From an optimization exercise on the open Yosys and OpenROAD flow, aimed at small area and a short achievable clock period; shortcuts taken in it are not production practice.
Power and IR drop assume default switching activity.

build 80:
==> flow/design.v <==
package lrm_pkg;
    localparam int unsigned DATA_W    = 8;
    localparam int unsigned SAMPLE_W  = 17;
    localparam int unsigned RESULT_W  = 25;
    localparam int unsigned CYCLE_W   = 32;
    localparam int unsigned X_MSB     = 16;
    localparam int unsigned Y_MSB     = 8;
    localparam int unsigned PRED_BIT  = 0;
    localparam int unsigned MIN_TRAIN = 2;
    localparam logic [1:0] ST_IDLE   = 2'd0;
    localparam logic [1:0] ST_STREAM = 2'd1;
    localparam logic [1:0] ST_DRAIN  = 2'd2;
    typedef struct packed {
        logic              fit_ok;
        logic [DATA_W-1:0] yp;
        logic [DATA_W-1:0] a;
        logic [DATA_W-1:0] b;
    } result_t;
endpackage
module lrm_sync_fifo #(
    parameter int unsigned WIDTH = 17,
    parameter int unsigned DEPTH = 62,
    parameter int unsigned AW    = $clog2(DEPTH)
) (
    input  logic             clk,
    input  logic             we,
    input  logic [AW-1:0]    wa,
    input  logic [WIDTH-1:0] din,
    input  logic [AW-1:0]    ra,
    output logic [WIDTH-1:0] dout
);
    logic [WIDTH-1:0] mem [DEPTH];
    always_ff @(posedge clk) begin
        if (we) begin
            mem[wa] <= din;
        end
    end
    always_comb begin
        dout = '0;
        for (int i = 0; i < DEPTH; i++) begin
            dout = dout | (mem[i] & {WIDTH{ra == AW'(i)}});
        end
    end
endmodule
module lrm_sample_feeder #(
    parameter int unsigned DEPTH     = 64,
    parameter int unsigned RES_DEPTH = 8
) (
    input  logic                 CLK,
    input  logic                 RESET_N,
    input  logic                 START,
    input  logic                 WR_EN,
    input  logic [lrm_pkg::SAMPLE_W-1:0]  WR_DATA,
    output logic                 FULL,
    input  logic                 LRM_READY,
    output logic [lrm_pkg::DATA_W-1:0]    LRM_XI,
    output logic [lrm_pkg::DATA_W-1:0]    LRM_YI,
    output logic                 LRM_PREDICT,
    output logic                 LRM_VALID,
    input  logic                 LRM_DONE,
    input  logic [lrm_pkg::DATA_W-1:0]    LRM_YP,
    input  logic [lrm_pkg::DATA_W-1:0]    LRM_A,
    input  logic [lrm_pkg::DATA_W-1:0]    LRM_B,
    input  logic                 RD_EN,
    output logic [lrm_pkg::RESULT_W-1:0]  RD_DATA,
    output logic                 RES_EMPTY,
    output logic [lrm_pkg::DATA_W-1:0]    TRAIN_CNT,
    output logic [lrm_pkg::DATA_W-1:0]    OUTSTANDING,
    output logic [lrm_pkg::CYCLE_W-1:0]   CYCLES,
    output logic                 BUSY,
    output logic                 FINISHED,
    output logic                 ERR
);
    localparam int unsigned SW  = lrm_pkg::SAMPLE_W;
    localparam int unsigned RW  = lrm_pkg::RESULT_W;
    localparam int unsigned SMD = DEPTH - 2;        
    localparam int unsigned RMD = RES_DEPTH - 1;    
    localparam int unsigned SAW = $clog2(SMD);
    localparam int unsigned RAW = $clog2(RMD);
    localparam int unsigned SCW = $clog2(DEPTH + 1);
    localparam int unsigned RCW = $clog2(RES_DEPTH + 1);
    logic stream;                  
    logic stream_next, busy_next, finished_next;
    logic s_empty;                 
    logic r_full;                  
    logic out_zero;
    assign out_zero = (OUTSTANDING == '0);
    always_comb begin
        stream_next   = (!BUSY && START) || (stream && !s_empty);
        finished_next = BUSY && !stream && out_zero && !LRM_DONE;
        busy_next     = (!BUSY && START) || stream || (BUSY && !finished_next);
    end
    always_ff @(posedge CLK or negedge RESET_N) begin
        if (!RESET_N) begin
            stream   <= 1'b0;
            BUSY     <= 1'b0;
            FINISHED <= 1'b0;
            ERR      <= 1'b0;
        end else begin
            stream   <= stream_next;
            BUSY     <= busy_next;
            FINISHED <= finished_next;
            if ((WR_EN && FULL) || (LRM_DONE && r_full)) begin
                ERR <= 1'b1;
            end
        end
    end
    logic [SCW-1:0] s_cnt;
    logic [SW-1:0]  s_h, s_n, s_mhead;
    logic [SAW-1:0] s_wp, s_rp;
    logic           s_push, s_pop, s_mwe;
    logic           s_ge2, s_ge3;
    logic           s_empty_next, s_full_next, valid_next;
    logic [SW-1:0]  s_h_next;
    assign s_push = WR_EN && !FULL;
    assign s_pop  = LRM_VALID && LRM_READY;
    assign s_ge2  = (s_cnt >= SCW'(2));
    assign s_ge3  = (s_cnt >= SCW'(3));
    assign s_mwe  = s_push && (s_ge3 || (s_ge2 && !s_pop));    
    lrm_sync_fifo #(
        .WIDTH (SW),
        .DEPTH (SMD)
    ) u_sample_mem (
        .clk  (CLK),
        .we   (s_push),
        .wa   (s_wp),
        .din  (WR_DATA),
        .ra   (s_rp),
        .dout (s_mhead)
    );
    always_comb begin
        if (s_pop) begin
            s_h_next     = s_ge2 ? s_n : WR_DATA;
            s_empty_next = !s_ge2 && !s_push;
        end else begin
            s_h_next     = s_empty ? WR_DATA : s_h;
            s_empty_next = s_empty && !s_push;
        end
        s_full_next = s_pop ? 1'b0 : (FULL || (s_cnt == SCW'(DEPTH - 1) && s_push));
        valid_next  = stream_next && !s_empty_next;
    end
    always_ff @(posedge CLK) begin
        s_h <= s_h_next;
        if (s_pop) begin
            s_n <= s_ge3 ? s_mhead : WR_DATA;
        end else if (!s_ge2) begin
            s_n <= WR_DATA;
        end
    end
    always_ff @(posedge CLK or negedge RESET_N) begin
        if (!RESET_N) begin
            s_cnt       <= '0;
            s_wp        <= '0;
            s_rp        <= '0;
            s_empty     <= 1'b1;
            FULL        <= 1'b0;
            LRM_VALID   <= 1'b0;
            LRM_XI      <= '0;
            LRM_YI      <= '0;
            LRM_PREDICT <= 1'b0;
        end else begin
            case ({s_push, s_pop})
                2'b10:   s_cnt <= s_cnt + SCW'(1);
                2'b01:   s_cnt <= s_cnt - SCW'(1);
                default: s_cnt <= s_cnt;
            endcase
            if (s_mwe) begin
                s_wp <= (s_wp == SAW'(SMD - 1)) ? '0 : s_wp + SAW'(1);
            end
            if (s_pop && s_ge3) begin
                s_rp <= (s_rp == SAW'(SMD - 1)) ? '0 : s_rp + SAW'(1);
            end
            s_empty   <= s_empty_next;
            FULL      <= s_full_next;
            LRM_VALID <= valid_next;
            {LRM_XI, LRM_YI, LRM_PREDICT} <= valid_next ? s_h_next : '0;
        end
    end
    logic [RCW-1:0] r_cnt;
    logic [RW-1:0]  r_din, r_mhead;
    logic [RAW-1:0] r_wp, r_rp;
    logic           r_push, r_pop, r_mwe, r_ge2;
    logic           fit_ok_c;
    assign fit_ok_c = (TRAIN_CNT >= lrm_pkg::DATA_W'(lrm_pkg::MIN_TRAIN));
    assign r_din    = {fit_ok_c, LRM_YP, LRM_A, LRM_B};
    assign r_push   = LRM_DONE && !r_full;
    assign r_pop    = RD_EN && !RES_EMPTY;
    assign r_ge2    = (r_cnt >= RCW'(2));
    assign r_mwe    = r_push && (r_ge2 || (!RES_EMPTY && !r_pop));
    lrm_sync_fifo #(
        .WIDTH (RW),
        .DEPTH (RMD)
    ) u_result_mem (
        .clk  (CLK),
        .we   (r_push),
        .wa   (r_wp),
        .din  (r_din),
        .ra   (r_rp),
        .dout (r_mhead)
    );
    always_ff @(posedge CLK or negedge RESET_N) begin
        if (!RESET_N) begin
            r_cnt     <= '0;
            r_wp      <= '0;
            r_rp      <= '0;
            RES_EMPTY <= 1'b1;
            r_full    <= 1'b0;
            RD_DATA   <= '0;
        end else begin
            case ({r_push, r_pop})
                2'b10:   r_cnt <= r_cnt + RCW'(1);
                2'b01:   r_cnt <= r_cnt - RCW'(1);
                default: r_cnt <= r_cnt;
            endcase
            if (r_mwe) begin
                r_wp <= (r_wp == RAW'(RMD - 1)) ? '0 : r_wp + RAW'(1);
            end
            if (r_pop && r_ge2) begin
                r_rp <= (r_rp == RAW'(RMD - 1)) ? '0 : r_rp + RAW'(1);
            end
            if (r_pop) begin
                RES_EMPTY <= !r_ge2 && !r_push;
                r_full    <= 1'b0;
                if (r_ge2) begin
                    RD_DATA <= r_mhead;
                end else begin
                    RD_DATA <= r_push ? r_din : '0;
                end
            end else begin
                RES_EMPTY <= RES_EMPTY && !r_push;
                r_full    <= r_full || (r_cnt == RCW'(RES_DEPTH - 1) && r_push);
                if (RES_EMPTY) begin
                    RD_DATA <= r_push ? r_din : '0;
                end
            end
        end
    end
    always_ff @(posedge CLK or negedge RESET_N) begin
        if (!RESET_N) begin
            CYCLES      <= '0;
            TRAIN_CNT   <= '0;
            OUTSTANDING <= '0;
        end else if (!BUSY && START) begin
            CYCLES      <= '0;
            TRAIN_CNT   <= '0;
            OUTSTANDING <= '0;
        end else begin
            if (BUSY) begin
                CYCLES <= CYCLES + lrm_pkg::CYCLE_W'(1);
            end
            if (s_pop && !s_h[0] && (TRAIN_CNT != {lrm_pkg::DATA_W{1'b1}})) begin
                TRAIN_CNT <= TRAIN_CNT + lrm_pkg::DATA_W'(1);
            end
            case ({s_pop && s_h[0], LRM_DONE})
                2'b10: OUTSTANDING <= OUTSTANDING + lrm_pkg::DATA_W'(1);
                2'b01: begin
                    if (!out_zero) begin
                        OUTSTANDING <= OUTSTANDING - lrm_pkg::DATA_W'(1);
                    end
                end
                default: begin
                end
            endcase
        end
    end
endmodule
==> flow/config.mk <==
export PLATFORM = sky130hd
export DESIGN_NAME = lrm_sample_feeder
export DESIGN_NICKNAME = lrm_sample_feeder
export VERILOG_FILES = /design/flow/design.v
export SDC_FILE = /design/flow/constraint.sdc
export NUM_CORES = 4
export LEC_CHECK = 0
export CAP_MARGIN = 20
export CORE_MARGIN = 2
export CORE_UTILIZATION = 40
export PLACE_DENSITY = 0.6
export SETUP_SLACK_MARGIN = 2.5
export SLEW_MARGIN = 20
export TNS_END_PERCENT = 10
==> flow/constraint.sdc <==
create_clock -name core_clock -period 5.0 [get_ports {CLK}]
set_input_delay 1.0000 -clock core_clock [delete_from_list [all_inputs] [get_ports {CLK}]]
set_output_delay 1.0000 -clock core_clock [all_outputs]
set_load 0.01 [all_outputs]
standard.sh (not shown) runs the stock make flow with config.mk's settings and CLKGATE_MAP_FILE= SYNTH_SCRIPT=/design/flow/synth_recipe.tcl, a recipe that flattens the netlist after the stock synthesis.
==> flow/flow/run.sh <==
#!/bin/bash
# The standard layout, with the port buffers made from plain buffers
# (buf_2) instead of the delay buffer buffer_ports picks by default.
set -euo pipefail
bash standard.sh BUFFER_PORTS_ARGS="-buffer_cell sky130_fd_sc_hd__buf_2" finish > standard_flow.log 2>&1
Build 80 completed every stage of the flow, and the final layout passed the timing, DRC and antenna checks.
What build 95 does differently from build 80 at the input level:
Settings: removing SETUP_SLACK_MARGIN (formerly 2.5); removing TNS_END_PERCENT (formerly 10).
==> flow/run.sh (new file) <==
#!/bin/bash
# synth_recipe.tcl (not shown) runs the flow's synth.tcl, then flattens the netlist and writes it again
# the make line also repeats each setting of config.mk as NAME=value (left out here)
make -C /OpenROAD-flow-scripts/flow DESIGN_CONFIG=/design/flow/config.mk WORK_HOME=/design/flow/orfs CLKGATE_MAP_FILE= SYNTH_SCRIPT=/design/flow/synth_recipe.tcl finish
removed: flow/flow/run.sh
removed: flow/standard.sh
[summary]
- Final critical path time including I/O delays and setup: build 95 and build 80 compared, higher one is build 95
- Going from build 80 to build 95, setup slack has decreased; net total in the final layout has decreased; depth of the worst register-to-register path has decreased.
- Comparing build 95 and build 80, the lower sequential share of layout area was measured on build 80.
- Taking build 80 as the reference, in build 95 number of CTS-inserted buffers fell 4, power fell 3.6%, combinational power share fell 2.0 points.
Edits applied to the flow inputs when going from build 95 to build 29:
==> flow/flow/run.sh (new file) <==
#!/bin/bash
# The standard layout, with the port buffers made from plain buffers
# (buf_2) instead of the delay buffer buffer_ports picks by default.
set -euo pipefail
bash standard.sh BUFFER_PORTS_ARGS="-buffer_cell sky130_fd_sc_hd__buf_2" finish > standard_flow.log 2>&1
==> flow/standard.sh (new file) <==
#!/bin/bash
# synth_recipe.tcl (not shown) runs the flow's synth.tcl, then flattens the netlist and writes it again
# the make line also repeats each setting of config.mk as NAME=value (left out here)
make -C /OpenROAD-flow-scripts/flow DESIGN_CONFIG=/design/flow/config.mk WORK_HOME=/design/flow/orfs CLKGATE_MAP_FILE= SYNTH_SCRIPT=/design/flow/synth_recipe.tcl "${@:-finish}"
removed: flow/run.sh
==> run notes <==
Build 29: full flow OK, the timing, DRC and antenna checks passed. Switching power went down slightly going from build 95 to build 29. The final reports for build 29 and build 95 show met3 global-route usage lower in the former. | instance count on the critical path | build 29 vs build 95 | 1 lower |. Re number of optimization iterations in the first detailed-route pass: build 95 and build 29 aren't equal, and the higher value belongs to build 29. Build 29 ended up with a lower utilization than build 95 did. Total power of build 29 is lower than that of build 95.
No functional check of the RTL was part of any run of this note.

afterwards: timing with drivers on the ports:
No port has a modelled driver above. Below, the same layouts with a new extraction and two added sets of constraints.
Step 1: set_driving_cell puts a clkbuf_16 on CLK and a buf_2 on each other input, an assumption about the parent block.
Step 2 also shifts input and output timing later by t, the mid clock arrival at the registers, as if the neighbouring blocks saw the same clock.
a / b / c = no drivers / after step 1 / after step 2; a / b = the first two.
run	t, ns	setup slack, ns	worst setup path after step 2	clock arrival spread, ns
build 80	0.817	2.053 / 2.053 / 1.586	input to register	0.043 / 0.043
build 95	0.859	0.629 / 0.629 / 0.427	input to register	0.043 / 0.043
build 29	0.873	0.423 / 0.423 / 0.423	register to register	0.040 / 0.040
After both steps setup and hold are still met in every run listed. The setup slack of build 80, which loses most, moves by 0.000 ns with the drivers and by -0.467 ns with both steps.
